This is an optimization exercise on Yosys and OpenROAD, whose aim is small area, not a production implementation. Function was checked by simulation only, so behaviour that the tests miss may differ from the original. No activity file was given, so power comes from the tool's default toggle rates.

--- flow/config.mk ---
export PLATFORM = sky130hd
export DESIGN_NAME = goertzel_bin_scheduler
export DESIGN_NICKNAME = goertzel_bin_scheduler
export VERILOG_FILES = /design/flow/design.v
export SDC_FILE = /design/flow/constraint.sdc
export NUM_CORES = 4
export LEC_CHECK = 0
export CAP_MARGIN = 20
export CORE_MARGIN = 2
export CORE_UTILIZATION = 40
export SLEW_MARGIN = 20
--- flow/constraint.sdc ---
create_clock -name core_clock -period 6.5 [get_ports {clk}]
set_input_delay 1.3000 -clock core_clock [delete_from_list [all_inputs] [get_ports {clk}]]
set_output_delay 1.3000 -clock core_clock [all_outputs]
set_load 0.01 [all_outputs]
--- flow/design.v ---
module goertzel_bin_scheduler #(
  parameter int X_WIDTH      = 16,
  parameter int W_WIDTH      = 16,
  parameter int CHANELS      = 2,
  parameter int FRAME_LENGTH = 64,
  parameter int N_BINS       = 4,
  localparam int BW = (N_BINS > 1) ? $clog2(N_BINS) : 1,
  localparam int XW = CHANELS * X_WIDTH
) (
  input  logic                      clk,
  input  logic                      rstn,
  input  logic                      s_valid,
  output logic                      s_ready,
  input  logic [XW-1:0]             s_x,
  input  logic                      cfg_we,
  input  logic [BW-1:0]             cfg_bin,
  input  logic signed [W_WIDTH-1:0] cfg_w_re,
  input  logic signed [W_WIDTH-1:0] cfg_w_im,
  output logic                      eng_valid,
  output logic [XW-1:0]             eng_x,
  output logic signed [W_WIDTH-1:0] eng_w_re,
  output logic signed [W_WIDTH-1:0] eng_w_im,
  input  logic                      eng_valid_o,
  output logic                      res_valid,
  output logic [BW-1:0]             res_bin,
  output logic                      res_last,
  output logic                      busy,
  output logic                      seq_err
);
  localparam int AW = $clog2(FRAME_LENGTH);
  localparam logic [1:0] FILL  = 2'd0;
  localparam logic [1:0] RUN   = 2'd1;
  localparam logic [1:0] DRAIN = 2'd2;
  localparam logic [AW-1:0] LAST_IDX = AW'(FRAME_LENGTH - 1);
  localparam logic [BW-1:0] LAST_BIN = BW'(N_BINS - 1);
  localparam logic [BW:0]   NUM_BIN  = (BW + 1)'(N_BINS);
  logic [1:0]                state;
  logic [AW-1:0]             wr_cnt;
  logic [AW-1:0]             rd_cnt;
  logic [BW-1:0]             bin;
  logic [BW-1:0]             nxt_bin;
  logic [XW-1:0]             buf_mem [FRAME_LENGTH];
  logic signed [W_WIDTH-1:0] tbl_re  [N_BINS];
  logic signed [W_WIDTH-1:0] tbl_im  [N_BINS];
  logic signed [W_WIDTH-1:0] act_re;
  logic signed [W_WIDTH-1:0] act_im;
  logic                      seq_err_r;
  logic                      fill_hs;
  logic                      cfg_hit;
  assign fill_hs = (state == FILL) && s_valid;
  assign cfg_hit = cfg_we && ({1'b0, cfg_bin} < NUM_BIN);
  assign nxt_bin = bin + BW'(1);
  always_ff @(posedge clk) begin
    if (fill_hs) begin
      buf_mem[wr_cnt] <= s_x;
    end
  end
  always_ff @(posedge clk) begin
    if (!rstn) begin
      for (int i = 0; i < N_BINS; i++) begin
        tbl_re[i] <= '0;
        tbl_im[i] <= '0;
      end
    end else if (cfg_hit) begin
      tbl_re[cfg_bin] <= cfg_w_re;
      tbl_im[cfg_bin] <= cfg_w_im;
    end
  end
  always_ff @(posedge clk) begin
    if (!rstn) begin
      state     <= FILL;
      wr_cnt    <= '0;
      rd_cnt    <= '0;
      bin       <= '0;
      act_re    <= '0;
      act_im    <= '0;
      seq_err_r <= 1'b0;
    end else begin
      if (eng_valid_o && (state != DRAIN)) begin
        seq_err_r <= 1'b1;
      end
      case (state)
        FILL: begin
          if (s_valid) begin
            if (wr_cnt == LAST_IDX) begin
              wr_cnt <= '0;
              bin    <= '0;
              act_re <= tbl_re[0];
              act_im <= tbl_im[0];
              state  <= RUN;
            end else begin
              wr_cnt <= wr_cnt + AW'(1);
            end
          end
        end
        RUN: begin
          if (rd_cnt == LAST_IDX) begin
            rd_cnt <= '0;
            state  <= DRAIN;
          end else begin
            rd_cnt <= rd_cnt + AW'(1);
          end
        end
        DRAIN: begin
          if (bin == LAST_BIN) begin
            state <= FILL;
          end else begin
            bin    <= nxt_bin;
            act_re <= tbl_re[nxt_bin];
            act_im <= tbl_im[nxt_bin];
            state  <= RUN;
          end
        end
        default: state <= FILL;
      endcase
    end
  end
  assign s_ready = (state == FILL);
  assign eng_valid    = (state == RUN);
  assign eng_x        = buf_mem[rd_cnt];
  assign eng_w_re     = act_re;
  assign eng_w_im     = act_im;
  assign res_valid    = (state == DRAIN) && eng_valid_o;
  assign res_bin      = bin;
  assign res_last     = res_valid && (bin == LAST_BIN);
  assign busy         = (state != FILL);
  assign seq_err      = seq_err_r;
endmodule
--- flow/run.sh ---
#!/bin/bash
# synth_recipe.tcl (not shown) runs the flow's synth.tcl, then flattens the netlist and writes it again
# the make line also repeats each setting of config.mk as NAME=value (left out here)
make -C /OpenROAD-flow-scripts/flow DESIGN_CONFIG=/design/flow/config.mk WORK_HOME=/design/flow/orfs CLKGATE_MAP_FILE= SYNTH_SCRIPT=/design/flow/synth_recipe.tcl finish
==> results.txt, run 1 <==
status complete, no violations; WL/cell 29.16 microns; global route overflow 0; HP Class reg2reg; Area Growth Syn to Fin 14.94%; total track usage 0.1904; register area 0.06646 sq mm; worst rel slew slack 0.2612; most common flop cell mapped by yosys edfxtp_1; Fin. Hold Viols 0; Async S/R FF share, synth 0; layout cells sized above 1 0.2793; Pins Over Slew Limit 0; Hold Crit Start act_im[8]; EDFF count, synth 2176; CTS tree built; drt pass-1 iters 7; critical path class reg2out; IO Port Bufs 142; Post-Route WL 208.3 mm; Detailed Place HPWL 117.4 mm; share of the synthesized area in the top cell type 0.7599; met2 Usage GRT 0.3041; Yosys warnings 1; clock slew at reported path FFs 0.06 ns; area of the multi-input gates 0.01892 sq mm; clock skew 0.04569 ns; initial antenna violation count 15; DRT antenna net count 0; vias in the first global route 40830; Leak Pwr 0.02982 uW; Core Box Area 0.2142 sq mm; critical path data required time 5.20 ns; Max stage delay cell, worst path dfxtp_4; cells along the critical path buf_12 > buf_4 > mux4_2 > a31oi_1 > o211ai_1 > a21oi_1 > nor2_1 > clkdlybuf4s50_1; Power Total 28990 uW; Die W 467.7 microns; # DRC 0; Row Count 170; Avg Inst Size Synth 22.50 sq um; Final min period 5.885 ns; Least-Margin Pin Slew 1.106 ns; clock sink total 2231; grt met3 use 0.03697; worst setup margin 0.6153 ns; final setup vio count 0; H-tree lvl count 4; setup TNS 0 ns; GR peak layer met2; Resize count post-CTS 0; via count 40340; Max stage delay on crit path 0.73 ns; post-CTS setup buffer count 0; hold path cells 2; #FFs+latches synth 2231; Max FO, Critical Path 63; Max-Cap Viols 0; met1 usage 0.2688; reg2reg path depth 5; largest cells by area after synthesis edfxtp_1 76%, mux4_2 15%, dfxtp_1 1.3%; Syn Nets 3896; via/cell ratio 5.647; Finished Core Util 0.4615; RePlAce Congestion 0.7767; largest net degree at the start of global routing 86; Die ar. 0.2187 sq mm; Die Height 467.7 microns; final net count 4195; Iter 0 DRT Violations 4339; nature of the critical path endpoint output port; mapped cell area 0.08599 sq mm; reg2reg start state[1]; final critical-path share of the clock period 0.9053; worst vdd ir 226.4 uV; top cell type by total area after synthesis edfxtp_1; Setup WS pre-CTS 1.385 ns; CP Launch Type register; synthesized instance count 3822; RSZ-0062 raised after global routing no; number of distinct library cells after synthesis 50; global-route wire length before repair 299.4 mm; Clock Tree Buf Depth 3; PD cells 293.3 mW/mm^2; post-synthesis sequential area ratio 0.7727; Max Clk Rate 0.1699 GHz; CTS Buf Count 218; Worst Path Arrival 4.58 ns; CTS root buf clkbuf_16; Initial Util 0.4015; Filler Cells Inserted 17530; CTS Hold Bufs 0; Worst-Skew Late Latency 0.87 ns; Ports 143
## through the flow
step | cells | hold slack, ns | instance area (sq um)
finish | 7143 | 0.4627 | 98840
global route | 7142 | 0.4783 | 98840
floorplan | 3822 | 0.4469 | 85990
CTS | 7140 | 0.4630 | 98740
detailed placement | 6737 | 0.4511 | 91630
global placement | 6736 | 0.4384 | 91610
## placed cells by master (no fill, tap or decap), types with 29 or more instances in the layout
master,count
a21oi_1,29
and2_1,104
and3_1,36
buf_4,157
clkbuf_1,50
clkbuf_16,219
clkdlybuf4s50_1,109
clkinv_1,47
clkinv_2,38
dfxtp_1,51
edfxtp_1,2176
mux2_2,45
mux2i_1,96
mux4_2,581
nand2_1,74
nor2_1,37
nor2_4,61
o221ai_1,46
o22a_1,30
## synthesized netlist by cell type (22+ instances only)
| cell type | count |
|---|---|
| nor2_1 | 98 |
| o221ai_1 | 46 |
| and2_1 | 104 |
| mux2_2 | 45 |
| nand2_1 | 75 |
| mux4_2 | 581 |
| clkbuf_1 | 81 |
| and3_1 | 36 |
| mux2i_1 | 96 |
| dfxtp_1 | 55 |
| a21oi_1 | 30 |
| o22a_1 | 30 |
| edfxtp_1 | 2176 |
| a21boi_0 | 25 |
| nand3_1 | 22 |
| o22ai_1 | 25 |
| buf_4 | 23 |
| buf_2 | 93 |
## sequential cells by signal, indices dropped and copies added (netlist names), named ones only
signal / cells
buf_mem: 2048
tbl_im: 64
tbl_re: 64
act_im: 16
act_re: 16
rd_cnt: 6
wr_cnt: 6
bin: 2
state: 2
seq_err_r: 1
## cell families after synthesis
kind of cell	after synthesis	synth area share
simple gates	388	0.02299
buf+inv	230	0.01336
flops	2231	0.7727
fa+ha+maj	3	0.0004365
compound gates	243	0.02082
xor+xnor	5	0.0005092
mux	722	0.1692
## worst paths after layout
| kind | to | slack, ns |
|---|---|---|
| worst max register to register | buf_mem[47][30] | 2.33 |
| worst min-delay path | act_im[8] | 0.46 |
| worst min register to register | act_im[8] | 0.46 |
| worst max-delay path | eng_x[24] | 0.62 |
## routing by layer
metal  vias to the layer above  share of wire
li1                      16800              -
met1                     21740           0.42
met3                       311          0.074
met2                      1470           0.48
met4                        22          0.023
met5                         -        0.00066
## worst max-delay path: cells and delay by family, from the launching register on
family / cells / cell delay [ns]
compound gates: 3 / 0.79
buf+inv: 3 / 1.29
flops: 1 / 0.73
mux: 1 / 0.53
simple gates: 1 / 0.15
## final cells by class
class,count,share of cell area
Sequential cell,2231,0.6724
Multi-Input combinational cell,1361,0.1915
Clock buffer,278,0.05859
Tap cell,2838,0.03592
Timing Repair Buffer,301,0.02792
Clock inverter,125,0.01337
Inverter,8,0.0003544
Antenna cell,1,0.00002532
## report_power, final
part | leakage (uW) | switching [uW] | internal (uW) | total, uW
Clock | 0.00347 | 5400 | 7140 | 12500
Combinational | 0.00624 | 396 | 150 | 546
Sequential | 0.0201 | 25.0 | 15900 | 15900
Total | 0.0298 | 5820 | 23200 | 29000
==> run 2, diff against run 1 <==
==> flow/design.v (replaced) <==
module goertzel_bin_scheduler #(
  parameter int X_WIDTH      = 16,
  parameter int W_WIDTH      = 16,
  parameter int CHANELS      = 2,
  parameter int FRAME_LENGTH = 64,
  parameter int N_BINS       = 4,
  localparam int BW = (N_BINS > 1) ? $clog2(N_BINS) : 1,
  localparam int XW = CHANELS * X_WIDTH
) (
  input  logic                      clk,
  input  logic                      rstn,
  input  logic                      s_valid,
  output logic                      s_ready,
  input  logic [XW-1:0]             s_x,
  input  logic                      cfg_we,
  input  logic [BW-1:0]             cfg_bin,
  input  logic signed [W_WIDTH-1:0] cfg_w_re,
  input  logic signed [W_WIDTH-1:0] cfg_w_im,
  output logic                      eng_valid,
  output logic [XW-1:0]             eng_x,
  output logic signed [W_WIDTH-1:0] eng_w_re,
  output logic signed [W_WIDTH-1:0] eng_w_im,
  input  logic                      eng_valid_o,
  output logic                      res_valid,
  output logic [BW-1:0]             res_bin,
  output logic                      res_last,
  output logic                      busy,
  output logic                      seq_err
);
  localparam int AW = $clog2(FRAME_LENGTH);
  localparam logic [AW-1:0] LAST_IDX = AW'(FRAME_LENGTH - 1);
  localparam logic [BW-1:0] LAST_BIN = BW'(N_BINS - 1);
  logic                      run;       
  logic                      drain;     
  logic                      fill;
  logic [AW-1:0]             cnt;       
  logic [BW-1:0]             bin;
  logic [XW-1:0]             sr [FRAME_LENGTH];
  logic signed [W_WIDTH-1:0] tbl_re [N_BINS];
  logic signed [W_WIDTH-1:0] tbl_im [N_BINS];
  logic [N_BINS-1:0]         tbl_vld;   
  logic signed [W_WIDTH-1:0] act_re;
  logic signed [W_WIDTH-1:0] act_im;
  logic [BW-1:0]             ld_bin;
  logic                      seq_err_r;
  logic                      step;
  logic                      last;
  assign fill = !run && !drain;
  assign step = (fill && s_valid) || run;
  assign last = step && (cnt == LAST_IDX);
  always_ff @(posedge clk) begin
    if (step) begin
      sr[0] <= fill ? s_x : sr[FRAME_LENGTH-1];
      for (int i = 1; i < FRAME_LENGTH; i++) begin
        sr[i] <= sr[i-1];
      end
    end
  end
  always_ff @(posedge clk) begin
    if (cfg_we) begin
      tbl_re[cfg_bin] <= cfg_w_re;
      tbl_im[cfg_bin] <= cfg_w_im;
    end
  end
  always_ff @(posedge clk) begin
    if (!rstn) begin
      tbl_vld <= '0;
    end else if (cfg_we) begin
      tbl_vld[cfg_bin] <= 1'b1;
    end
  end
  assign ld_bin = drain ? bin + BW'(1) : '0;
  always_ff @(posedge clk) begin
    if (!run) begin
      act_re <= tbl_vld[ld_bin] ? tbl_re[ld_bin] : '0;
      act_im <= tbl_vld[ld_bin] ? tbl_im[ld_bin] : '0;
    end
  end
  always_ff @(posedge clk) begin
    if (!rstn) begin
      run       <= 1'b0;
      drain     <= 1'b0;
      cnt       <= '0;
      bin       <= '0;
      seq_err_r <= 1'b0;
    end else begin
      if (eng_valid_o && !drain) begin
        seq_err_r <= 1'b1;
      end
      if (step) begin
        cnt <= cnt + AW'(1);
      end
      if (last) begin
        run   <= fill;
        drain <= run;
        if (fill) begin
          bin <= '0;
        end
      end else if (drain) begin
        drain <= 1'b0;
        if (bin != LAST_BIN) begin
          bin <= bin + BW'(1);
          run <= 1'b1;
        end
      end
    end
  end
  assign s_ready   = fill;
  assign eng_valid = run;
  assign eng_x     = sr[FRAME_LENGTH-1];
  assign eng_w_re  = act_re;
  assign eng_w_im  = act_im;
  assign res_valid = drain && eng_valid_o;
  assign res_bin   = bin;
  assign res_last  = res_valid && (bin == LAST_BIN);
  assign busy      = !fill;
  assign seq_err   = seq_err_r;
endmodule
--- a/flow/config.mk
+++ b/flow/config.mk
@@ -7,5 +7,6 @@
 export LEC_CHECK = 0
 export CAP_MARGIN = 20
 export CORE_MARGIN = 2
-export CORE_UTILIZATION = 40
+export CORE_UTILIZATION = 70
+export CTS_BUF_LIST = sky130_fd_sc_hd__clkbuf_4
 export SLEW_MARGIN = 20
==> run 2 against run 1 <==
Compared with the run above: synthesized cell count shrank 35%; critical endpoint is now s_ready; via count decreased by 36%; largest power group unchanged; highest routed layer unchanged; flip-flop and latch count shrank 8; combinational power down 23%; cell area is 21% lower; still clean on timing, DRC and antenna; clock power down 14%.
==> results.txt, run 2 <==
nature of the critical path endpoint output port (unchanged); Die W 316.7 microns (was 467.7 microns); Core Box Area 0.09685 sq mm (was 0.2142 sq mm); Max stage delay on crit path 0.71 ns (was 0.73 ns); Resize count post-CTS 0 (unchanged); Async S/R FF share, synth 0 (unchanged); initial antenna violation count 3 (was 15); Iter 0 DRT Violations 2393 (was 4339); post-CTS setup buffer count 0 (unchanged); critical path class reg2out (unchanged); critical path data required time 5.20 ns (about the same); Max Clk Rate 0.2320 GHz (was 0.1699 GHz); CTS root buf clkbuf_4 (was clkbuf_16); Largest Register sr (was buf_mem); top cell type by total area after synthesis edfxtp_1 (unchanged); Worst path top cell family by delay simple AND/OR/NAND/NOR gates (was buffers and inverters); Yosys warnings 2 (was 1); Final Non-Filler Cells 4786 (was 7143); Row Count 114 (was 170); Synth Area in Compound Gates 0.007295 (was 0.02082); Largest register FFs 2048 (unchanged); Max FO, Critical Path 15 (was 63); total track usage 0.1844 (was 0.1904); largest cells by area after synthesis edfxtp_1 97%, mux2_2 0.53%, mux2i_1 0.48% (was edfxtp_1 76%, mux4_2 15%, dfxtp_1 1.3%); RePlAce Congestion 0.7462 (was 0.7767); Max stage delay cell, worst path nor2_4 (was dfxtp_4); clock slew at reported path FFs 0.07 ns (was 0.06 ns); Worst-Skew Late Latency 1.14 ns (was 0.87 ns); Avg Inst Size Synth 27.65 sq um (was 22.50 sq um); Syn Nets 2548 (was 3896); Max-Cap Viols 0 (unchanged); largest net degree at the start of global routing 179 (was 86); Detailed Place HPWL 40.07 mm (was 117.4 mm); RSZ-0062 raised after global routing no (unchanged); Clock Tree Buf Depth 4 (was 3); Hold Crit Start sr[13][23] (was act_im[8]); CTS tree built (unchanged); post-synthesis sequential area ratio 0.9733 (was 0.7727); Post-Route WL 91.71 mm (was 208.3 mm); Fin. Hold Viols 0 (unchanged); dpl cells 3913 (was 6737); CP Launch Type register (unchanged); drt pass-1 iters 5 (was 7); global route overflow 0 (unchanged); Finished Core Util 0.8083 (was 0.4615); largest family of logic cells by synthesized area multiplexers (unchanged); #FFs+latches synth 2223 (was 2231); top-count cell post-synth edfxtp_1 (unchanged); Final min period 4.310 ns (was 5.885 ns); Post-Synth XOR/XNOR Area 0.0006399 (was 0.0005092); Filler Cells Inserted 4571 (was 17530); via/cell ratio 5.375 (was 5.647); final critical-path share of the clock period 0.6631 (was 0.9053); WL/cell 19.16 microns (was 29.16 microns); setup TNS 0 ns (unchanged); most frequent cells in the layout 2208 x edfxtp_1, 733 x clkbuf_4, 142 x clkdlybuf4s50_1 (was 2176 x edfxtp_1, 581 x mux4_2, 219 x clkbuf_16); Area Growth Syn to Fin 14.40% (was 14.94%); CTS Hold Bufs 0 (unchanged); synthesized instance count 2475 (was 3822); commonest non-fill, non-tap cell in the layout edfxtp_1 (unchanged); reg2reg start drain (was state[1]); global-route wire length before repair 140.1 mm (was 299.4 mm); Die ar. 0.1003 sq mm (was 0.2187 sq mm); Initial Util 0.7066 (was 0.4015); number of distinct library cells after synthesis 36 (was 50); mux cell area share after synthesis 0.01029 (was 0.1692); CTS Buf Count 537 (was 218); mapped cell area 0.06843 sq mm (was 0.08599 sq mm); biggest regs sr: 2048 flops, tbl_im: 64 flops, tbl_re: 64 flops (was buf_mem: 2048 flops, tbl_im: 64 flops, tbl_re: 64 flops); PD cells 358.2 mW/mm^2 (was 293.3 mW/mm^2); Die Height 316.7 microns (was 467.7 microns); DRT antenna net count 0 (unchanged); Synth top cells by count 2208 x edfxtp_1, 33 x mux2i_1, 33 x or3_1 (was 2176 x edfxtp_1, 581 x mux4_2, 104 x and2_1); worst vdd ir 211.9 uV (was 226.4 uV); Ports 143 (unchanged); CP Buf/Inv Count 1 (was 3); # DRC 0 (unchanged); simple-gate area share of the yosys netlist 0.005595 (was 0.02299); EDFF count, synth 2208 (was 2176); HP Class reg2reg (unchanged); cells along the critical path nor2_4 > clkdlybuf4s50_1 (was buf_12 > buf_4 > mux4_2 > a31oi_1 > o211ai_1 > a21oi_1 > nor2_1 > clkdlybuf4s50_1); worst rel slew slack 0.2421 (was 0.2612); final setup vio count 0 (unchanged); Worst Path Arrival 3.01 ns (was 4.58 ns); vias in the first global route 26390 (was 40830); Least-Margin Pin Slew 1.113 ns (was 1.106 ns); clock sink total 2223 (was 2231); CP startpoint run; final net count 3250 (was 4195); Pins Over Slew Limit 0 (unchanged); adder-cell area share of the yosys netlist 0.0003657 (was 0.0004365); clock skew 0.05820 ns (was 0.04569 ns); via count 25730 (was 40340); H-tree lvl count 6 (was 4); IO Port Bufs 142 (unchanged); status complete, no violations (unchanged); layout cells sized above 1 0.2471 (was 0.2793); share of the synthesized area in the top cell type 0.9689 (was 0.7599); Leak Pwr 0.02713 uW (was 0.02982 uW); most common flop cell mapped by yosys edfxtp_1 (unchanged)
run 2: changes by cell type in the layout (fill, tap and decap cells not counted), moves of 34 or more:
cell / before / now
clkbuf_4: 0 / 733
mux4_2: 581 / 0
clkbuf_16: 219 / 0
buf_4: 157 / 34
and2_1: 104 / 3
nand2_1: 74 / 3
mux2i_1: 96 / 33
nor2_4: 61 / 2
clkbuf_1: 50 / 0
o221ai_1: 46 / 0
clkinv_1: 47 / 91
dfxtp_1: 51 / 15
clkinv_2: 38 / 4
run 2: metal layers:
metal | vias to the layer above | track usage | wire length [microns]
li1 | 11780 | - | -
met2 | 729 | 0.2351 | 39050
met5 | - | 0 | 13
met4 | 2 | 0.08823 | 1617
met1 | 13060 | 0.2971 | 45710
met3 | 151 | 0.05755 | 5321
run 2: area by class of cell:
| type | instances | area, sq um | share of cell area |
|---|---|---|---|
| repair buffers | 191 | 1977 | 0.02525 |
| flip-flops and latches | 2223 | 66600 | 0.8508 |
| well taps | 1276 | 1597 | 0.02039 |
| clock buffers | 733 | 5503 | 0.07029 |
| clock inverters | 133 | 874.6 | 0.01117 |
| diodes | 6 | 15.01 | 0.0001918 |
| inverters | 5 | 22.52 | 0.0002877 |
| multi-input cells | 219 | 1693 | 0.02162 |
run 2: through the flow:
| step | area [sq um] | total power, uW | setup WS (ns) | hold slack [ns] |
|---|---|---|---|---|
| after floorplan | 68450 | 18080 | -26.40 | 0.4003 |
| final | 78290 | 28040 | 2.190 | 0.3868 |
| after CTS | 78250 | 28520 | 1.969 | 0.3782 |
| after global routing | 78290 | 29320 | 1.965 | 0.3890 |
| after detailed placement | 71870 | 17620 | 1.774 | 0.4045 |
| after global placement | 71870 | 17600 | 1.852 | 0.4005 |
run 2: path summary, 6_finish.rpt:
kind,cells after the start,slack (ns),end
setup / recovery,2,2.19,s_ready
hold / removal,0,0.39,sr[14][23]
setup reg to reg,5,3.50,sr[43][0]
hold reg to reg,0,0.39,sr[14][23]
run 2: logic make-up (layout without fill, tap and decap cells):
family                     count (synthesis)  count (layout)
xor gates and xnor gates                   5               5
other                                      0               6
DFF                                     2223            2223
buffers and inverters                     33            1062
adders and majority gates                  2               2
muxes                                     66              66
AOI/OAI and AO/OA                         79              79
and+or+nand+nor                           67              67
run 2: power by group:
part | switching, uW | leakage (uW) | internal [uW]
combinational | 305 | 0.00159 | 116
sequential | 247 | 0.0217 | 16700
clock | 4990 | 0.00380 | 5720
total | 5540 | 0.0271 | 22500
run 2: worst register-to-register path, cell delays in order (launching register included):
cell        delay [ns]
dfxtp_1           0.41
nor2b_1           0.52
nor2_4            0.10
clkinvlp_4        0.39
buf_12            0.43
buf_4             0.72
==> run 3, diff against run 2 <==
--- a/flow/config.mk
+++ b/flow/config.mk
@@ -8,5 +8,6 @@
 export CAP_MARGIN = 20
 export CORE_MARGIN = 2
 export CORE_UTILIZATION = 70
-export CTS_BUF_LIST = sky130_fd_sc_hd__clkbuf_4
+export CTS_BUF_LIST = sky130_fd_sc_hd__clkbuf_8
+export CTS_CLUSTER_SIZE = 20
 export SLEW_MARGIN = 20
==> run 3 against run 2 <==
Compared with the run above: still clean on timing, DRC and antenna; maximum frequency increased by 5.5%; first-iteration DRC count decreased by 9.1%; core utilization decreased by 0.62 points; via count decreased by 4.9%; synthesized area unchanged.
==> results.txt, run 3 <==
H-tree lvl count 5 (was 6); largest cells by area after synthesis edfxtp_1 97%, mux2_2 0.53%, mux2i_1 0.48% (unchanged); cells along the critical path nor2_4 > clkdlybuf4s50_1 (unchanged); Fin. Hold Viols 0 (unchanged); Worst Path Arrival 2.79 ns (was 3.01 ns); Max stage delay cell, worst path nor2_4 (unchanged); final critical-path share of the clock period 0.6286 (was 0.6631); crit path to s_ready (unchanged); Psw 5330 uW (was 5541 uW); Largest Register sr (unchanged); HP Class reg2reg (unchanged); total track usage 0.1770 (was 0.1844); Resize count post-CTS 0 (unchanged); Max stage delay on crit path 0.72 ns (was 0.71 ns); Combinational Power Share 0.015 (about the same); register area 0.06660 sq mm (unchanged); placed instance area 0.07187 sq mm (unchanged); initial antenna violation count 2 (was 3); Flop pwr share 0.621 (was 0.603); global-route wire length before repair 134.3 mm (was 140.1 mm); top cell type by total area after synthesis edfxtp_1 (unchanged); via count 24470 (was 25730); CTS Buf Count 331 (was 537); Met3 Routed Length 4.827 mm (was 5.321 mm); Post-Route WL 88.39 mm (was 91.71 mm); RePlAce Congestion 0.7462 (unchanged); Yosys warnings 2 (unchanged); Row Count 114 (unchanged); Die W 316.7 microns (unchanged); Syn Nets 2548 (unchanged); M1 WL 44.44 mm (was 45.71 mm); area of the multi-input gates 0.001693 sq mm (unchanged); Clock Tree Buf Depth 4 (unchanged); CTS tree built (unchanged); status complete, no violations (unchanged); final instance area 0.07769 sq mm (was 0.07829 sq mm); Leak Pwr 0.02659 uW (was 0.02713 uW); biggest regs sr: 2048 flops, tbl_im: 64 flops, tbl_re: 64 flops (unchanged); Setup WS pre-CTS 1.774 ns (unchanged); Worst-Skew Late Latency 0.91 ns (was 1.14 ns); max layer used met5 (unchanged); PD cells 351.0 mW/mm^2 (was 358.2 mW/mm^2); CP startpoint run (unchanged); clock skew 0.04101 ns (was 0.05820 ns); Die ar. 0.1003 sq mm (unchanged); worst setup margin 2.414 ns (was 2.190 ns); Ports 143 (unchanged); Die Height 316.7 microns (unchanged); critical path data required time 5.20 ns (about the same); Largest register FFs 2048 (unchanged); Core Box Area 0.09685 sq mm (unchanged); EDFF count, synth 2208 (unchanged); #FFs+latches synth 2223 (unchanged); vias in the first global route 24550 (was 26390); Pins Over Slew Limit 0 (unchanged); Initial Util 0.7066 (unchanged); reg2reg path depth 5 (unchanged); post-CTS setup buffer count 0 (unchanged); post-synthesis sequential area ratio 0.9733 (unchanged); global route overflow 0 (unchanged); share of the synthesized area in the top cell type 0.9689 (unchanged); WL/cell 19.76 microns (was 19.16 microns); number of distinct library cells after synthesis 36 (unchanged); synthesized instance count 2475 (unchanged); most frequent cells in the layout 2208 x edfxtp_1, 336 x clkbuf_8, 142 x clkdlybuf4s50_1 (was 2208 x edfxtp_1, 733 x clkbuf_4, 142 x clkdlybuf4s50_1); dpl cells 3913 (unchanged); CP Launch Type register (unchanged); worst rel slew slack 0.2546 (was 0.2421); layout cells sized above 1 0.1515 (was 0.2471); CTS root buf clkbuf_8 (was clkbuf_4); final setup vio count 0 (unchanged); Least-Margin Pin Slew 1.095 ns (was 1.113 ns); via/cell ratio 5.471 (was 5.375); reg2reg start drain (unchanged); commonest non-fill, non-tap cell in the layout edfxtp_1 (unchanged); Async S/R FF share, synth 0 (unchanged); Net Sw Frac 0.1954 (was 0.1976); mapped cell area 0.06843 sq mm (unchanged); drt pass-1 iters 8 (was 5); Synth top cells by count 2208 x edfxtp_1, 33 x mux2i_1, 33 x or3_1 (unchanged); Max Clk Rate 0.2448 GHz (was 0.2320 GHz); CTS Hold Bufs 0 (unchanged); FF-to-FF End sr[13][2] (was sr[43][0]); FF-to-FF setup slack 3.52 ns (was 3.50 ns); most common flop cell mapped by yosys edfxtp_1 (unchanged); hold path cells 0 (unchanged); Detailed Place HPWL 40.07 mm (unchanged); Final min period 4.086 ns (was 4.310 ns); clock sink total 2223 (unchanged); Max FO, Critical Path 15 (unchanged); Final Non-Filler Cells 4472 (was 4786); Area Growth Syn to Fin 13.52% (was 14.40%); setup TNS 0 ns (unchanged); # DRC 0 (unchanged); Max-Cap Viols 0 (unchanged); clock slew at reported path FFs 0.06 ns (was 0.07 ns); Int Power 21940 uW (was 22500 uW); worst vdd ir 241.2 uV (was 211.9 uV); nature of the critical path endpoint output port (unchanged); final net count 3044 (was 3250); top-count cell post-synth edfxtp_1 (unchanged); DRT antenna net count 0 (unchanged); IO Port Bufs 142 (unchanged); RSZ-0062 raised after global routing no (unchanged); met2 WL 37.26 mm (was 39.05 mm); clock network fraction of design power 0.364 (was 0.382); largest net degree at the start of global routing 179 (unchanged); Avg Inst Size Synth 27.65 sq um (unchanged); Iter 0 DRT Violations 2175 (was 2393); critical path class reg2out (unchanged); Filler Cells Inserted 4385 (was 4571)
## run 3: cell counts after synthesis
No cell type changed its count.
## run 3: worst max-delay path: cells and delay by family (launching register included)
kind / cells / cell delay, ns
flip-flops: 1 / 0.47
buffers and inverters: 1 / 0.69
AND/OR/NAND/NOR: 1 / 0.72
## run 3: power groups by stage
stage / Sequential, uW / Clock, uW / Combinational [uW]
after floorplan: 17900 / 0 / 221
after global placement: 17200 / 0 / 409
after detailed placement: 17200 / 0 / 432
after CTS: 16900 / 10300 / 426
after global routing: 17000 / 10900 / 466
final: 16900 / 9930 / 420
## run 3: worst min-delay path by stage
stage / slack [ns] / end / startpoint
floorplan: 0.40 / sr[10][0] / sr[9][0]
global placement: 0.40 / sr[63][22] / sr[62][22]
detailed placement: 0.40 / sr[10][27] / sr[9][27]
CTS: 0.39 / sr[7][8] / sr[6][8]
global route: 0.40 / sr[36][9] / sr[35][9]
finish: 0.39 / sr[35][23] / sr[34][23]
## run 3: through the flow
step,util,hold slack (ns),total power [uW]
3_5_place_dp,0.7421,0.4045,17620
4_1_cts,0.8019,0.3895,27680
6_report,0.8021,0.3895,27270
2_1_floorplan,-,0.4003,18080
5_1_grt,0.8021,0.3964,28370
3_3_place_gp,0.7421,0.4005,17600
## run 3: cell type report
type | instances | share of cell area
Sequential cell | 2223 | 0.8573
Multi-Input combinational cell | 219 | 0.02179
Antenna cell | 1 | 0.00003221
Clock buffer | 336 | 0.05953
Inverter | 5 | 0.0002899
Timing Repair Buffer | 191 | 0.02545
Clock inverter | 221 | 0.01501
Tap cell | 1276 | 0.02055
## run 3: per-layer routing
layer | up-vias | track usage
met5 | - | 0
met4 | 2 | 0.07504
met3 | 169 | 0.04709
met2 | 644 | 0.2289
met1 | 12540 | 0.2927
li1 | 11110 | -
## run 3: cell families (layout without fill, tap and decap cells)
| family | Yosys count | count (layout) | share of synthesized area |
|---|---|---|---|
| flops | 2223 | 2223 | 0.9733 |
| simple gates | 67 | 67 | 0.005595 |
| compound gates | 79 | 79 | 0.007295 |
| mux | 66 | 66 | 0.01029 |
| xor+xnor | 5 | 5 | 0.0006399 |
| buf+inv | 33 | 753 | 0.002541 |
| fa+ha+maj | 2 | 2 | 0.0003656 |
| other cells | 0 | 1 | 0 |
==> run 4, diff against run 3 <==
--- a/flow/config.mk
+++ b/flow/config.mk
@@ -7,7 +7,5 @@
 export LEC_CHECK = 0
 export CAP_MARGIN = 20
 export CORE_MARGIN = 2
-export CORE_UTILIZATION = 70
-export CTS_BUF_LIST = sky130_fd_sc_hd__clkbuf_8
-export CTS_CLUSTER_SIZE = 20
+export CORE_UTILIZATION = 40
 export SLEW_MARGIN = 20
==> run 4 against run 3 <==
Compared with the run above: combinational power is essentially flat; maximum frequency shrank 0.78%; clock skew grew 0.018 ns; first-iteration DRC count grew 1.7%; worst setup slack lost 0.032 ns; worst hold slack lost 0.0093 ns; register-to-register slack lost 0.65 ns; synthesized area is the same; sequential power is essentially flat; critical path depth grew 4; non-clock buffer count shrank 5; power grew 6.9%; critical endpoint is now sr[7][10].
==> results.txt, run 4 <==
status complete, no violations (unchanged); top-count cell post-synth edfxtp_1 (unchanged); IO Port Bufs 142 (unchanged); Least-Margin Pin Slew 1.018 ns (was 1.095 ns); share of the synthesized area in the top cell type 0.9689 (unchanged); Largest Register sr (unchanged); EDFF count, synth 2208 (unchanged); top cell type by total area after synthesis edfxtp_1 (unchanged); post-CTS setup buffer count 0 (unchanged); post-synthesis sequential area ratio 0.9733 (unchanged); Die ar. 0.1744 sq mm (was 0.1003 sq mm); most common flop cell mapped by yosys edfxtp_1 (unchanged); Ports 143 (unchanged); Final min period 4.118 ns (was 4.086 ns); worst hold margin 0.3802 ns (was 0.3895 ns); CP Buf/Inv Count 4 (was 1); vias in the first global route 24000 (was 24550); Worst path top cell family by delay buffers and inverters (was simple AND/OR/NAND/NOR gates); CTS Buf Count 204 (was 331); Max stage delay on crit path 0.68 ns (was 0.72 ns); global route overflow 0 (unchanged); H-tree lvl count 4 (was 5); Core Box Area 0.1697 sq mm (was 0.09685 sq mm); final critical-path share of the clock period 0.6335 (was 0.6286); #FFs+latches synth 2223 (unchanged); Clock Tree Buf Depth 3 (was 4); RePlAce Congestion 0.7332 (was 0.7462); worst vdd ir 238.8 uV (was 241.2 uV); layout cells sized above 1 0.1278 (was 0.1515); total track usage 0.1015 (was 0.1770); Synth top cells by count 2208 x edfxtp_1, 33 x mux2i_1, 33 x or3_1 (unchanged); CTS tree built (unchanged); most frequent cells in the layout 2208 x edfxtp_1, 205 x clkbuf_16, 142 x clkdlybuf4s50_1 (was 2208 x edfxtp_1, 336 x clkbuf_8, 142 x clkdlybuf4s50_1); Max stage delay cell, worst path clkinvlp_4 (was nor2_4); Initial Util 0.4034 (was 0.7066); CTS Hold Bufs 0 (unchanged); dpl cells 4849 (was 3913); clock skew 0.05877 ns (was 0.04101 ns); nature of the critical path endpoint register (was output port); largest cells by area after synthesis edfxtp_1 97%, mux2_2 0.53%, mux2i_1 0.48% (unchanged); Power Total 29150 uW (was 27270 uW); Resize count post-CTS 0 (unchanged); Avg Inst Size Synth 27.65 sq um (unchanged); Row Count 151 (was 114); reg2reg start drain (unchanged); final net count 2912 (was 3044); Worst Path Arrival 4.56 ns (was 2.79 ns); CP Launch Type input port (was register); Die W 417.6 microns (was 316.7 microns); Max FO, Critical Path 168 (was 15); Iter 0 DRT Violations 2212 (was 2175); final setup vio count 0 (unchanged); Fin. Hold Viols 0 (unchanged); largest net degree at the start of global routing 172 (was 179); clock sink total 2223 (unchanged); Max-Cap Viols 0 (unchanged); Die Height 417.6 microns (was 316.7 microns); initial antenna violation count 0 (was 2); Post-Route WL 90.44 mm (was 88.39 mm); setup TNS 0 ns (unchanged); Worst-Skew Late Latency 0.83 ns (was 0.91 ns); Leak Pwr 0.02658 uW (was 0.02659 uW); Yosys warnings 2 (unchanged); RSZ-0062 raised after global routing no (unchanged); mapped cell area 0.06843 sq mm (unchanged); synthesized instance count 2475 (unchanged); commonest non-fill, non-tap cell in the layout edfxtp_1 (unchanged); via count 23750 (was 24470); biggest regs sr: 2048 flops, tbl_im: 64 flops, tbl_re: 64 flops (unchanged); CTS root buf clkbuf_16 (was clkbuf_8); Pins Over Slew Limit 0 (unchanged); drt pass-1 iters 5 (was 8); ant diodes 0 (was 1); worst rel slew slack 0.3216 (was 0.2546); critical path class in2reg (was reg2out); Syn Nets 2548 (unchanged); clock slew at reported path FFs 0.06 ns (about the same); global-route wire length before repair 139.6 mm (was 134.3 mm); Async S/R FF share, synth 0 (unchanged); critical path data required time 6.94 ns (was 5.20 ns); cells along the critical path clkdlybuf4s50_1 > nor2b_1 > nor2_4 > clkinvlp_4 > buf_12 > buf_4 (was nor2_4 > clkdlybuf4s50_1); Max Clk Rate 0.2428 GHz (was 0.2448 GHz); via/cell ratio 4.548 (was 5.471); WL/cell 17.31 microns (was 19.76 microns); CP startpoint s_valid (was run); Detailed Place HPWL 41.62 mm (was 40.07 mm); HP Class reg2reg (unchanged); Area Growth Syn to Fin 16.63% (was 13.52%); DRT antenna net count 0 (unchanged); Largest register FFs 2048 (unchanged); PD cells 365.3 mW/mm^2 (was 351.0 mW/mm^2); # DRC 0 (unchanged); Hold Crit Start sr[5][23] (was sr[34][23]); Final Non-Filler Cells 5223 (was 4472); number of distinct library cells after synthesis 36 (unchanged)
[run 4: path summary, 6_finish.rpt]
path / endpoint / slack (ns) / cells after the start
worst max-delay path: sr[7][10] / 2.38 / 6
worst max register to register: sr[7][10] / 2.87 / 5
worst min register to register: sr[6][23] / 0.38 / 0
worst min-delay path: sr[6][23] / 0.38 / 0
[run 4: layout make-up]
class | instances | area, sq um
fill | 13400 | 89840
sequential | 2223 | 66600
clock buffer | 249 | 5295
tap | 2218 | 2775
timing repair buffer | 186 | 1947
multi-input combinational | 219 | 1693
clock inverter | 123 | 1480
inverter | 5 | 22.52
[run 4: per-layer routing]
layer | part of all wire | track usage
met1 | 0.48 | 0.1460
met5 | 0 | 0
met3 | 0.040 | 0.02604
met4 | 0.033 | 0.04724
met2 | 0.45 | 0.1456
[run 4: through the flow]
step,instance area (sq um),worst slack (ns),util
after CTS,79770,2.489,0.4702
after detailed placement,72990,1.570,0.4302
after global placement,72990,1.646,0.4302
after global routing,79820,2.273,0.4704
after floorplan,68450,-26.40,-
final,79820,2.382,0.4704
[run 4: logic make-up after synthesis]
| group | synth area share |
|---|---|
| compound gates | 0.007295 |
| xor+xnor | 0.0006399 |
| fa+ha+maj | 0.0003656 |
| buf+inv | 0.002541 |
| flops | 0.9733 |
| mux | 0.01029 |
| simple gates | 0.005595 |
[run 4: where the power goes]
part	total, uW	switching (uW)	internal [uW]
combinational	417	303	114
sequential	16900	244	16700
clock	11800	5050	6770
total	29200	5590	23600
==> run 5, diff against run 4 <==
--- a/flow/design.v
+++ b/flow/design.v
@@ -35,7 +35,16 @@
   logic                      fill;
   logic [AW-1:0]             cnt;       
   logic [BW-1:0]             bin;
-  logic [XW-1:0]             sr [FRAME_LENGTH];
+  localparam int NP = FRAME_LENGTH / 2;
+  logic [XW-1:0]             ra [NP];
+  logic [XW-1:0]             rb [NP];
+  logic [XW-1:0]             rx;        
+  logic                      pend;      
+  logic                      odd;       
+  logic                      late;      
+  logic                      arr;
+  logic                      wr_now;    
+  logic                      shift;
   logic signed [W_WIDTH-1:0] tbl_re [N_BINS];
   logic signed [W_WIDTH-1:0] tbl_im [N_BINS];
   logic [N_BINS-1:0]         tbl_vld;   
@@ -48,12 +57,34 @@
   assign fill = !run && !drain;
   assign step = (fill && s_valid) || run;
   assign last = step && (cnt == LAST_IDX);
+  assign arr    = fill && s_valid;
+  assign wr_now = arr && !pend && (odd || (cnt == '0));
+  assign shift  = !fill || pend || wr_now;
   always_ff @(posedge clk) begin
-    if (step) begin
-      sr[0] <= fill ? s_x : sr[FRAME_LENGTH-1];
-      for (int i = 1; i < FRAME_LENGTH; i++) begin
-        sr[i] <= sr[i-1];
+    rx <= fill ? s_x : rb[NP-1];
+    if (shift) begin
+      ra[0] <= wr_now ? s_x : rx;
+      for (int j = 1; j < NP; j++) begin
+        ra[j] <= rb[j-1];
       end
+    end else begin
+      for (int j = 0; j < NP; j++) begin
+        ra[j] <= rb[j];
+      end
+    end
+    for (int j = 0; j < NP; j++) begin
+      rb[j] <= ra[j];
+    end
+  end
+  always_ff @(posedge clk) begin
+    odd <= shift ? 1'b1 : !odd;
+    if (!rstn) begin
+      pend <= 1'b0;
+    end else begin
+      pend <= arr && !wr_now;
+    end
+    if (last && fill) begin
+      late <= !wr_now;
     end
   end
   always_ff @(posedge clk) begin
@@ -107,7 +138,7 @@
   end
   assign s_ready   = fill;
   assign eng_valid = run;
-  assign eng_x     = sr[FRAME_LENGTH-1];
+  assign eng_x     = late ? ra[NP-1] : rb[NP-1];
   assign eng_w_re  = act_re;
   assign eng_w_im  = act_im;
   assign res_valid = drain && eng_valid_o;
==> run 5 against run 4 <==
Compared with the run above: maximum frequency is 9.8% lower; highest routed layer is now met5; worst hold slack worse by 0.070 ns; combinational power grew to 4.7 times the previous value; register-to-register slack better by 0.26 ns.
==> results.txt, run 5 <==
RSZ-0062 raised after global routing no (unchanged); status complete, no violations (unchanged); Ports 143 (unchanged); Post-Route WL 87.28 mm (was 90.44 mm); vias in the first global route 27150 (was 24000); CP startpoint late (was s_valid); biggest regs ra: 1024 flops, rb: 1024 flops (was sr: 2048 flops, tbl_im: 64 flops, tbl_re: 64 flops); Int Power 25030 uW (was 23560 uW); worst vdd ir 332.3 uV (was 238.8 uV); global-route wire length before repair 143.3 mm (was 139.6 mm); CP Launch Type register (was input port); post-synthesis sequential area ratio 0.7600 (was 0.9733); Flop pwr share 0.569 (was 0.580); CTS Hold Bufs 0 (unchanged); Detailed Place HPWL 49.29 mm (was 41.62 mm); Die ar. 0.1572 sq mm (was 0.1744 sq mm); Area Growth Syn to Fin 16.61% (was 16.63%); setup TNS 0 ns (unchanged); nature of the critical path endpoint output port (was register); critical path class reg2out (was in2reg); Net Sw Frac 0.2082 (was 0.1919); most frequent cells in the layout 2096 x dfxtp_1, 877 x mux2_2, 207 x clkbuf_16 (was 2208 x edfxtp_1, 205 x clkbuf_16, 142 x clkdlybuf4s50_1); via/cell ratio 4.330 (was 4.548); crit path to eng_x[28] (was sr[7][10]); Async S/R FF share, synth 0 (unchanged); CTS root buf clkbuf_16 (unchanged); drt pass-1 iters 6 (was 5); clock network fraction of design power 0.369 (was 0.405); clock slew at reported path FFs 0.06 ns (about the same); WL/cell 14.15 microns (was 17.31 microns); global route overflow 0 (unchanged); clock skew 0.03157 ns (was 0.05877 ns); mapped cell area 0.06160 sq mm (was 0.06843 sq mm); initial antenna violation count 12 (was 0); FF-to-FF End ra[31][7] (was sr[7][10]); Avg Inst Size Synth 16.52 sq um (was 27.65 sq um); Fin. Hold Viols 0 (unchanged); most common flop cell mapped by yosys dfxtp_1 (was edfxtp_1); commonest non-fill, non-tap cell in the layout dfxtp_1 (was edfxtp_1); post-CTS setup buffer count 0 (unchanged); CTS Buf Count 203 (was 204); Core Box Area 0.1535 sq mm (was 0.1697 sq mm); total track usage 0.1116 (was 0.1015); Least-Margin Pin Slew 0.9779 ns (was 1.018 ns); PD cells 440.1 mW/mm^2 (was 365.3 mW/mm^2); Clock Tree Buf Depth 3 (unchanged); Worst-Skew Late Latency 0.80 ns (was 0.83 ns); largest cells by area after synthesis dfxtp_1 68%, mux2_2 16%, edfxtp_1 7.8% (was edfxtp_1 97%, mux2_2 0.53%, mux2i_1 0.48%); IO Port Bufs 142 (unchanged); worst rel slew slack 0.3481 (was 0.3216); Leak Pwr 0.02888 uW (was 0.02658 uW); Final min period 4.563 ns (was 4.118 ns); Row Count 144 (was 151); Power Total 31610 uW (was 29150 uW); Max-Cap Viols 0 (unchanged); final setup vio count 0 (unchanged); Combinational Power Share 0.062 (was 0.014); RePlAce Congestion 0.7155 (was 0.7332); Syn Nets 3803 (was 2548); final net count 4029 (was 2912); CTS tree built (unchanged); top-count cell post-synth dfxtp_1 (was edfxtp_1); Yosys warnings 3 (was 2); DRT antenna net count 0 (unchanged); Die W 396.4 microns (was 417.6 microns); Worst Path Arrival 3.26 ns (was 4.56 ns); Initial Util 0.4013 (was 0.4034); Filler Cells Inserted 13150 (was 13400); number of distinct library cells after synthesis 40 (was 36); share of the synthesized area in the top cell type 0.6815 (was 0.9689); HP Class reg2reg (unchanged); Pins Over Slew Limit 0 (unchanged); synthesized instance count 3729 (was 2475); Max Clk Rate 0.2192 GHz (was 0.2428 GHz); final critical-path share of the clock period 0.7020 (was 0.6335); EDFF count, synth 161 (was 2208); Psw 6583 uW (was 5595 uW); largest net degree at the start of global routing 143 (was 172); clock sink total 2258 (was 2223); # DRC 0 (unchanged); Iter 0 DRT Violations 1231 (was 2212); layout cells sized above 1 0.3066 (was 0.1278); #FFs+latches synth 2258 (was 2223); FF-to-FF setup slack 3.13 ns (was 2.87 ns); reg2reg path depth 5 (unchanged); reg2reg start run (was drain); Resize count post-CTS 0 (unchanged); via count 26720 (was 23750); H-tree lvl count 4 (unchanged); Synth top cells by count 2097 x dfxtp_1, 877 x mux2_2, 180 x mux2_1 (was 2208 x edfxtp_1, 33 x mux2i_1, 33 x or3_1); Max FO, Critical Path 19 (was 168); critical path data required time 5.20 ns (was 6.94 ns); top cell type by total area after synthesis dfxtp_1 (was edfxtp_1); Die Height 396.4 microns (was 417.6 microns)
run 5: kinds of logic after synthesis:
kind of cell / synth area share
fa+ha+maj: 0.0006094
simple gates: 0.01022
xor+xnor: 0.0007109
compound gates: 0.01554
flops: 0.7600
buf+inv: 0.01387
mux: 0.1991
run 5: how the worst min path moves through the flow:
stage          startpoint         end  cells after the start
5_1_grt         ra[27][0]   rb[27][0]                      0
3_5_place_dp    ra[12][4]   rb[12][4]                      0
4_1_cts         ra[6][27]   rb[6][27]                      0
2_1_floorplan    ra[0][0]    rb[0][0]                      0
6_report       ra[27][25]  rb[27][25]                      0
3_3_place_gp   ra[30][21]  rb[30][21]                      0
run 5: per-layer routing:
metal  routed length (microns)  share of wire  GRT usage  vias up
met2                     37780           0.43     0.1674      328
met3                      3731          0.043    0.02833      174
met1                     43670           0.50     0.1538    12850
li1                          -              -          -    13360
met4                      2071          0.024    0.04434        4
met5                        30        0.00034          0        -
run 5: power groups by stage:
| stage | clock network (uW) | logic [uW] | registers (uW) |
|---|---|---|---|
| 6_report | 11700 | 1950 | 18000 |
| 5_1_grt | 12600 | 2160 | 18400 |
| 4_1_cts | 12000 | 2000 | 18000 |
| 3_5_place_dp | 0 | 1970 | 18300 |
| 3_3_place_gp | 0 | 1900 | 18300 |
| 2_1_floorplan | 0 | 1690 | 17900 |
run 5: worst max-delay path: stages (launching register included):
cell and delay (ns):
edfxtp_1 0.92, buf_4 0.48, mux2_2 0.49, clkdlybuf4s50_1 0.53
run 5: final cells by class:
cell class / instances / area, sq um / area share
antenna: 3 / 7.507 / 0.0001045
clock buffer: 321 / 6148 / 0.08559
clock inverter: 52 / 563.0 / 0.007838
inverter: 6 / 22.52 / 0.0003135
multi-input combinational: 1315 / 13960 / 0.1943
sequential: 2258 / 46820 / 0.6517
tap: 2044 / 2557 / 0.03560
timing repair buffer: 171 / 1764 / 0.02456
run 5: per-stage QoR:
step,setup slack [ns],hold WS [ns],utilization,instances,cell area (sq um)
final,1.937,0.3098,0.4680,6170,71840
after global routing,1.771,0.3097,0.4680,6170,71840
after CTS,1.809,0.3060,0.4679,6167,71830
after detailed placement,2.438,0.3121,0.4242,5794,65120
after global placement,2.437,0.3096,0.4242,5794,65120
after floorplan,2.272,0.3096,-,3729,61600
==> run 6, diff against run 5 <==
--- a/flow/design.v
+++ b/flow/design.v
@@ -35,15 +35,22 @@
   logic                      fill;
   logic [AW-1:0]             cnt;       
   logic [BW-1:0]             bin;
-  localparam int NP = FRAME_LENGTH / 2;
-  logic [XW-1:0]             ra [NP];
-  logic [XW-1:0]             rb [NP];
+  localparam int NG = FRAME_LENGTH / 4;
+  logic [XW-1:0]             q0 [NG];
+  logic [XW-1:0]             q1 [NG];
+  logic [XW-1:0]             q2 [NG];
+  logic [XW-1:0]             q3 [NG];
   logic [XW-1:0]             rx;        
-  logic                      pend;      
-  logic                      odd;       
-  logic                      late;      
+  logic [XW-1:0]             d2;        
+  logic [XW-1:0]             d3;        
+  logic [XW-1:0]             wsrc;
+  logic                      v1, v2, v3;  
+  logic [1:0]                ph;        
+  logic [1:0]                z;         
+  logic [1:0]                tap;       
   logic                      arr;
-  logic                      wr_now;    
+  logic                      slot;
+  logic                      wr;
   logic                      shift;
   logic signed [W_WIDTH-1:0] tbl_re [N_BINS];
   logic signed [W_WIDTH-1:0] tbl_im [N_BINS];
@@ -57,34 +64,44 @@
   assign fill = !run && !drain;
   assign step = (fill && s_valid) || run;
   assign last = step && (cnt == LAST_IDX);
-  assign arr    = fill && s_valid;
-  assign wr_now = arr && !pend && (odd || (cnt == '0));
-  assign shift  = !fill || pend || wr_now;
+  assign arr   = fill && s_valid;
+  assign slot  = (ph == 2'd0) || (fill && (cnt == '0));
+  assign wr    = slot && (v1 || v2 || v3 || arr);
+  assign shift = fill ? wr : slot;
+  always_comb begin
+    if (v3)                  wsrc = d3;
+    else if (v2)             wsrc = d2;
+    else if (v1 || !fill)    wsrc = rx;
+    else                     wsrc = s_x;
+  end
   always_ff @(posedge clk) begin
-    rx <= fill ? s_x : rb[NP-1];
-    if (shift) begin
-      ra[0] <= wr_now ? s_x : rx;
-      for (int j = 1; j < NP; j++) begin
-        ra[j] <= rb[j-1];
-      end
-    end else begin
-      for (int j = 0; j < NP; j++) begin
-        ra[j] <= rb[j];
-      end
+    rx <= fill ? s_x : q3[NG-1];
+    d2 <= rx;
+    d3 <= d2;
+    q0[0] <= shift ? wsrc : q3[0];
+    for (int j = 1; j < NG; j++) begin
+      q0[j] <= shift ? q3[j-1] : q3[j];
     end
-    for (int j = 0; j < NP; j++) begin
-      rb[j] <= ra[j];
+    for (int j = 0; j < NG; j++) begin
+      q1[j] <= q0[j];
+      q2[j] <= q1[j];
+      q3[j] <= q2[j];
     end
   end
   always_ff @(posedge clk) begin
-    odd <= shift ? 1'b1 : !odd;
+    ph <= shift ? 2'd0 : ph + 2'd1;
+    z  <= (fill && (cnt == '0) && arr) ? 2'd0 : z + 2'd1;
+    if (last && fill) begin
+      tap <= z + 2'd1;
+    end
     if (!rstn) begin
-      pend <= 1'b0;
+      v1 <= 1'b0;
+      v2 <= 1'b0;
+      v3 <= 1'b0;
     end else begin
-      pend <= arr && !wr_now;
-    end
-    if (last && fill) begin
-      late <= !wr_now;
+      v1 <= arr && !(wr && !v1 && !v2 && !v3);
+      v2 <= v1 && !(wr && !v2 && !v3);
+      v3 <= v2 && !(wr && !v3);
     end
   end
   always_ff @(posedge clk) begin
@@ -138,7 +155,14 @@
   end
   assign s_ready   = fill;
   assign eng_valid = run;
-  assign eng_x     = late ? ra[NP-1] : rb[NP-1];
+  always_comb begin
+    case (tap)
+      2'd0:    eng_x = q0[NG-1];
+      2'd1:    eng_x = q1[NG-1];
+      2'd2:    eng_x = q2[NG-1];
+      default: eng_x = q3[NG-1];
+    endcase
+  end
   assign eng_w_re  = act_re;
   assign eng_w_im  = act_im;
   assign res_valid = drain && eng_valid_o;
--- a/flow/config.mk
+++ b/flow/config.mk
@@ -5,7 +5,11 @@
 export SDC_FILE = /design/flow/constraint.sdc
 export NUM_CORES = 4
 export LEC_CHECK = 0
+export ABC_AREA = 1
 export CAP_MARGIN = 20
 export CORE_MARGIN = 2
-export CORE_UTILIZATION = 40
+export CORE_UTILIZATION = 70
+export CTS_BUF_LIST = sky130_fd_sc_hd__clkbuf_8
+export CTS_CLUSTER_DIAMETER = 50
+export CTS_CLUSTER_SIZE = 16
 export SLEW_MARGIN = 20
==> run 6 against run 5 <==
Compared with the run above: highest routed layer is now met4; register-to-register slack improved by 0.36 ns; global-route usage is 12 points higher; critical endpoint is now eng_x[11]; maximum frequency increased by 2.3%; worst hold slack gained 0.0056 ns; power shrank 15%; still clean; clock skew grew 0.0065 ns; via count up 13%; synthesized cell count grew 31%; sequential power increased by 2%; die area down 45%.
==> results.txt, run 6 <==
number of distinct library cells after synthesis 38 (was 40); dpl cells 5952 (was 5794); drt pass-1 iters 6 (unchanged); top cell type by total area after synthesis dfxtp_1 (unchanged); CTS tree built (unchanged); Die ar. 0.08626 sq mm (was 0.1572 sq mm); layout cells sized above 1 0.04896 (was 0.3066); #FFs+latches synth 2328 (was 2258); worst setup margin 2.042 ns (was 1.937 ns); top-count cell post-synth dfxtp_1 (unchanged); final instance area 0.06354 sq mm (was 0.07184 sq mm); final net count 5118 (was 4029); synthesized instance count 4876 (was 3729); post-CTS setup buffer count 0 (unchanged); global route overflow 0 (unchanged); final critical-path share of the clock period 0.6859 (was 0.7020); Detailed Place HPWL 58.13 mm (was 49.29 mm); clock slew at reported path FFs 0.10 ns (was 0.06 ns); placed instance area 0.06078 sq mm (was 0.06512 sq mm); Avg Inst Size Synth 12.05 sq um (was 16.52 sq um); Ports 143 (unchanged); status complete, no violations (unchanged); Yosys warnings 5 (was 3); worst rel slew slack 0.3264 (was 0.3481); Post-Route WL 96.86 mm (was 87.28 mm); FF-to-FF setup slack 3.49 ns (was 3.13 ns); CTS Buf Count 169 (was 203); Pins Over Slew Limit 0 (unchanged); critical path class reg2out (unchanged); PD cells 422.1 mW/mm^2 (was 440.1 mW/mm^2); RePlAce Congestion 0.8752 (was 0.7155); HP Class reg2reg (unchanged); setup TNS 0 ns (unchanged); via count 30250 (was 26720); most common flop cell mapped by yosys dfxtp_1 (unchanged); DRT antenna net count 0 (unchanged); CTS root buf clkbuf_8 (was clkbuf_16); Worst Path Arrival 3.16 ns (was 3.26 ns); IO Port Bufs 142 (unchanged); largest cells by area after synthesis dfxtp_1 74%, nand2_1 12%, edfxtp_1 8.3% (was dfxtp_1 68%, mux2_2 16%, edfxtp_1 7.8%); # DRC 0 (unchanged); Final min period 4.458 ns (was 4.563 ns); Clock Tree Buf Depth 3 (unchanged); WL/cell 15.70 microns (was 14.15 microns); CP Launch Type register (unchanged); Row Count 106 (was 144); Final Non-Filler Cells 6169 (was 6170); share of the synthesized area in the top cell type 0.7381 (was 0.6815); largest net degree at the start of global routing 149 (was 143); nature of the critical path endpoint output port (unchanged); Finished Core Util 0.7617 (was 0.4680); H-tree lvl count 4 (unchanged); Area Growth Syn to Fin 8.157% (was 16.61%); Least-Margin Pin Slew 1.008 ns (was 0.9779 ns); Die W 293.7 microns (was 396.4 microns); post-synthesis sequential area ratio 0.8209 (was 0.7600); Syn Nets 4951 (was 3803); Max FO, Critical Path 29 (was 19); clock skew 0.03804 ns (was 0.03157 ns); via/cell ratio 4.904 (was 4.330); most frequent cells in the layout 2166 x dfxtp_1, 1901 x nand2_1, 174 x clkbuf_8 (was 2096 x dfxtp_1, 877 x mux2_2, 207 x clkbuf_16); Async S/R FF share, synth 0 (unchanged); Fin. Hold Viols 0 (unchanged); commonest non-fill, non-tap cell in the layout dfxtp_1 (unchanged); Core Box Area 0.08342 sq mm (was 0.1535 sq mm); clock sink total 2328 (was 2258); Leak Pwr 0.02768 uW (was 0.02888 uW); Worst-Skew Late Latency 0.85 ns (was 0.80 ns); Die Height 293.7 microns (was 396.4 microns); worst vdd ir 368.0 uV (was 332.3 uV); Max Clk Rate 0.2243 GHz (was 0.2192 GHz); Setup WS pre-CTS 2.708 ns (was 2.438 ns); CTS Hold Bufs 0 (unchanged); RSZ-0062 raised after global routing no (unchanged); global-route wire length before repair 154.6 mm (was 143.3 mm); total track usage 0.2271 (was 0.1116); Iter 0 DRT Violations 1701 (was 1231); Resize count post-CTS 0 (unchanged); initial antenna violation count 3 (was 12); EDFF count, synth 162 (was 161); Synth top cells by count 2166 x dfxtp_1, 1902 x nand2_1, 162 x edfxtp_1 (was 2097 x dfxtp_1, 877 x mux2_2, 180 x mux2_1); Initial Util 0.7042 (was 0.4013); vias in the first global route 29860 (was 27150); final setup vio count 0 (unchanged); critical path data required time 5.20 ns (about the same); Max-Cap Viols 0 (unchanged); mapped cell area 0.05875 sq mm (was 0.06160 sq mm)
[run 6: cell types whose count changed in the layout (fill, tap and decap cells not counted), sizes merged, moves of 32 or more]
cell | before | now
a211oi | 64 | 0
clkbuf | 321 | 174
dfxtp | 2097 | 2166
inv | 11 | 144
mux2 | 1057 | 0
mux2i | 36 | 0
nand2 | 7 | 1906
nand2b | 34 | 0
nor2 | 3 | 106
nor2b | 35 | 0
o21ai | 4 | 110
o221a | 32 | 0
o22ai | 0 | 38
[run 6: cells by family after synthesis]
kind of cell	after synthesis	share of synthesized area
AND/OR/NAND/NOR	2060	0.1343
flip-flops	2328	0.8209
AO/OA/AOI/OAI	190	0.01770
XOR/XNOR	2	0.0002982
buffers and inverters	292	0.02596
adder cells (fa/ha/maj)	4	0.0008519
[run 6: layout make-up]
cell class	instances	area (sq um)
Fill cell	5488	19880
Tap cell	1080	1351
Clock buffer	174	2395
Clock inverter	40	362.8
Timing Repair Buffer	165	1657
Inverter	123	475.5
Sequential cell	2328	48230
Antenna cell	3	7.507
Multi-Input combinational cell	2256	9066
[run 6: path summary, 6_finish.rpt]
| path | start | end | cells past startpoint |
|---|---|---|---|
| min reg2reg | q2[13][31] | q3[13][31] | 0 |
| min | q2[13][31] | q3[13][31] | 0 |
| max | tap[1] | eng_x[11] | 5 |
| max reg2reg | drain | q0[11][16] | 8 |
[run 6: worst max-delay path: stages, from the launching register on]
cell and delay [ns]:
edfxtp_1 0.49, nand2_1 0.17, inv_1 0.74, nand2_1 0.12, nand4_1 0.19, clkdlybuf4s50_1 0.58
[run 6: where the power goes]
group	internal, uW	switching (uW)
Sequential	17500	933
Combinational	514	1170
Clock	2630	4120
[run 6: metrics by stage]
| stage | hold slack (ns) | power, uW |
|---|---|---|
| after global placement | 0.3096 | 20280 |
| after global routing | 0.3215 | 28110 |
| after detailed placement | 0.3121 | 20410 |
| final | 0.3154 | 26820 |
| after CTS | 0.3156 | 27110 |
| after floorplan | 0.3096 | 19690 |
[run 6: per-layer routing]
layer	track usage	vias up	wire length [microns]
li1	-	15260	-
met1	0.3028	14230	44110
met2	0.3670	541	45440
met3	0.03731	221	3578
met4	0.1066	0	3731
met5	0	-	0
==> run 7, diff against run 6 <==
==> flow/flow/run.sh (new file) <==
#!/bin/bash
# Standard ORFS layout, with the port buffers made from the smallest buffer
# cell (sky130_fd_sc_hd__buf_1) instead of the resizer's default choice.
set -e
export BUFFER_PORTS_ARGS="-buffer_cell sky130_fd_sc_hd__buf_1"
bash standard.sh > standard.log 2>&1
==> flow/standard.sh (new file) <==
#!/bin/bash
# synth_recipe.tcl (not shown) runs the flow's synth.tcl, then flattens the netlist and writes it again
# the make line also repeats each setting of config.mk as NAME=value (left out here)
make -C /OpenROAD-flow-scripts/flow DESIGN_CONFIG=/design/flow/config.mk WORK_HOME=/design/flow/orfs CLKGATE_MAP_FILE= SYNTH_SCRIPT=/design/flow/synth_recipe.tcl "${@:-finish}"
removed: flow/run.sh
==> run 7 against run 6 <==
Compared with the run above: cell area is 1.6% lower; worst setup slack better by 0.20 ns; largest cell class unchanged; critical path depth stayed put; cell count is 0.11% lower; highest routed layer unchanged; clock power is 2% lower; register-to-register slack worse by 0.18 ns; sequential share of layout area is 1.2 points higher.
==> results.txt, run 7 <==
global route overflow 0 (unchanged); Leak Pwr 0.02729 uW (was 0.02768 uW); Max Clk Rate 0.2351 GHz (was 0.2243 GHz); nature of the critical path endpoint output port (unchanged); Worst Path Arrival 2.95 ns (was 3.16 ns); critical path data required time 5.20 ns (about the same); Initial Util 0.7042 (unchanged); CTS Hold Bufs 0 (unchanged); top cell type by total area after synthesis dfxtp_1 (unchanged); Int Power 20460 uW (was 20600 uW); number of distinct library cells after synthesis 38 (unchanged); vias in the first global route 29350 (was 29860); Max-Cap Viols 0 (unchanged); most common flop cell mapped by yosys dfxtp_1 (unchanged); status complete, no violations (unchanged); clock slew at reported path FFs 0.10 ns (about the same); CP Launch Type register (unchanged); final critical-path share of the clock period 0.6545 (was 0.6859); CTS Buf Count 167 (was 169); Yosys warnings 5 (unchanged); clock sink total 2328 (unchanged); #FFs+latches synth 2328 (unchanged); worst setup margin 2.246 ns (was 2.042 ns); setup TNS 0 ns (unchanged); RSZ-0062 raised after global routing no (unchanged); Post-Route WL 95.72 mm (was 96.86 mm); most frequent cells in the layout 2166 x dfxtp_1, 1901 x nand2_1, 177 x clkbuf_8 (was 2166 x dfxtp_1, 1901 x nand2_1, 174 x clkbuf_8); Psw 6181 uW (was 6220 uW); Detailed Place HPWL 55.78 mm (was 58.13 mm); Least-Margin Pin Slew 1.080 ns (was 1.008 ns); Final min period 4.254 ns (was 4.458 ns); mapped cell area 0.05875 sq mm (unchanged); synthesized instance count 4876 (unchanged); Worst-Skew Late Latency 0.83 ns (was 0.85 ns); RePlAce Congestion 0.8203 (was 0.8752); PD cells 426.0 mW/mm^2 (was 422.1 mW/mm^2); Synth top cells by count 2166 x dfxtp_1, 1902 x nand2_1, 162 x edfxtp_1 (unchanged); IO Port Bufs 142 (unchanged); top-count cell post-synth dfxtp_1 (unchanged); Combinational Power Share 0.061 (was 0.063); Area Growth Syn to Fin 6.468% (was 8.157%); Async S/R FF share, synth 0 (unchanged); Filler Cells Inserted 5636 (was 5488); Iter 0 DRT Violations 1690 (was 1701); Flop pwr share 0.691 (was 0.686); final net count 5115 (was 5118); critical path class reg2out (unchanged); Core Box Area 0.08342 sq mm (unchanged); total track usage 0.2237 (was 0.2271); Setup WS pre-CTS 3.071 ns (was 2.708 ns); Pins Over Slew Limit 0 (unchanged); Avg Inst Size Synth 12.05 sq um (unchanged); H-tree lvl count 4 (unchanged); final setup vio count 0 (unchanged); commonest non-fill, non-tap cell in the layout dfxtp_1 (unchanged); clock skew 0.03047 ns (was 0.03804 ns); Die W 293.7 microns (unchanged); largest cells by area after synthesis dfxtp_1 74%, nand2_1 12%, edfxtp_1 8.3% (unchanged); global-route wire length before repair 152.7 mm (was 154.6 mm); Net Sw Frac 0.2320 (was 0.2319); Resize count post-CTS 0 (unchanged); post-synthesis sequential area ratio 0.8209 (unchanged); CTS root buf clkbuf_8 (unchanged); share of the synthesized area in the top cell type 0.7381 (unchanged); clock network fraction of design power 0.248 (was 0.252); HP Class reg2reg (unchanged); via count 30010 (was 30250); initial antenna violation count 1 (was 3); WL/cell 15.53 microns (was 15.70 microns); Row Count 106 (unchanged); largest net degree at the start of global routing 201 (was 149); DRT antenna net count 0 (unchanged); Die Height 293.7 microns (unchanged); Syn Nets 4951 (unchanged); worst rel slew slack 0.2795 (was 0.3264); worst vdd ir 280.8 uV (was 368.0 uV); # DRC 0 (unchanged); via/cell ratio 4.870 (was 4.904); CTS tree built (unchanged); drt pass-1 iters 5 (was 6); EDFF count, synth 162 (unchanged); Clock Tree Buf Depth 3 (unchanged); Max FO, Critical Path 29 (unchanged); Fin. Hold Viols 0 (unchanged); Die ar. 0.08626 sq mm (unchanged); Ports 143 (unchanged); layout cells sized above 1 0.04783 (was 0.04896); post-CTS setup buffer count 0 (unchanged)
-- run 7: cell counts after synthesis --
Identical to the previous run, type by type.
-- run 7: final cells by class --
cell class,count,area (sq um),share of cell area
clock inverter,33,217.7,0.003481
inverter,123,475.5,0.007601
antenna,1,2.502,0.00004001
sequential,2328,48230,0.7710
timing repair buffer,164,773.2,0.01236
tap,1080,1351,0.02160
multi-input combinational,2256,9066,0.1449
clock buffer,177,2436,0.03895
-- run 7: power by group through the flow --
stage | registers (uW) | clock network [uW] | logic (uW)
global route | 18700 | 7350 | 1900
CTS | 18500 | 6810 | 1670
finish | 18400 | 6600 | 1630
floorplan | 18300 | 0 | 1350
global placement | 18700 | 0 | 1620
detailed placement | 18700 | 0 | 1660
-- run 7: cell families (layout without fill, tap and decap cells) --
group | after synthesis | in the layout | share of synthesized area
AND/OR/NAND/NOR | 2060 | 2060 | 0.1343
AO/OA/AOI/OAI | 190 | 190 | 0.01770
flip-flops | 2328 | 2328 | 0.8209
XOR/XNOR | 2 | 2 | 0.0002982
adder cells (fa/ha/maj) | 4 | 4 | 0.0008519
other | 0 | 1 | 0
buffers and inverters | 292 | 497 | 0.02596
-- run 7: path summary, 6_finish.rpt --
check	start	end	slack, ns	depth (start not counted)
hold reg to reg	q0[12][17]	q1[12][17]	0.30	0
hold / removal	q0[12][17]	q1[12][17]	0.30	0
setup reg to reg	drain	q0[13][28]	3.31	8
setup / recovery	tap[1]	eng_x[13]	2.25	5
-- run 7: critical path, cell delays in order (launching register included) --
cell and delay [ns]:
edfxtp_1 0.49, nand2_1 0.22, inv_1 0.83, nand2_1 0.15, nand4_1 0.25, buf_1 0.18
-- run 7: metal layers --
| layer | wire, microns | vias up | track usage | part of all wire |
|---|---|---|---|---|
| li1 | - | 15280 | - | - |
| met1 | 44860 | 14090 | 0.3073 | 0.47 |
| met2 | 44720 | 462 | 0.3619 | 0.47 |
| met3 | 3327 | 176 | 0.03716 | 0.035 |
| met4 | 2813 | 0 | 0.08238 | 0.029 |
| met5 | 0 | - | 0 | 0 |
-- run 7: per-stage QoR --
stage	hold WS (ns)	util	area, sq um	total power [uW]	instances
2_1_floorplan	0.3096	-	58750	19690	4876
3_3_place_gp	0.3096	0.7179	59890	20280	5951
3_5_place_dp	0.3121	0.7179	59890	20400	5951
4_1_cts	0.3109	0.7498	62550	26950	6161
5_1_grt	0.3153	0.7498	62550	27970	6162
6_report	0.3043	0.7498	62550	26650	6162
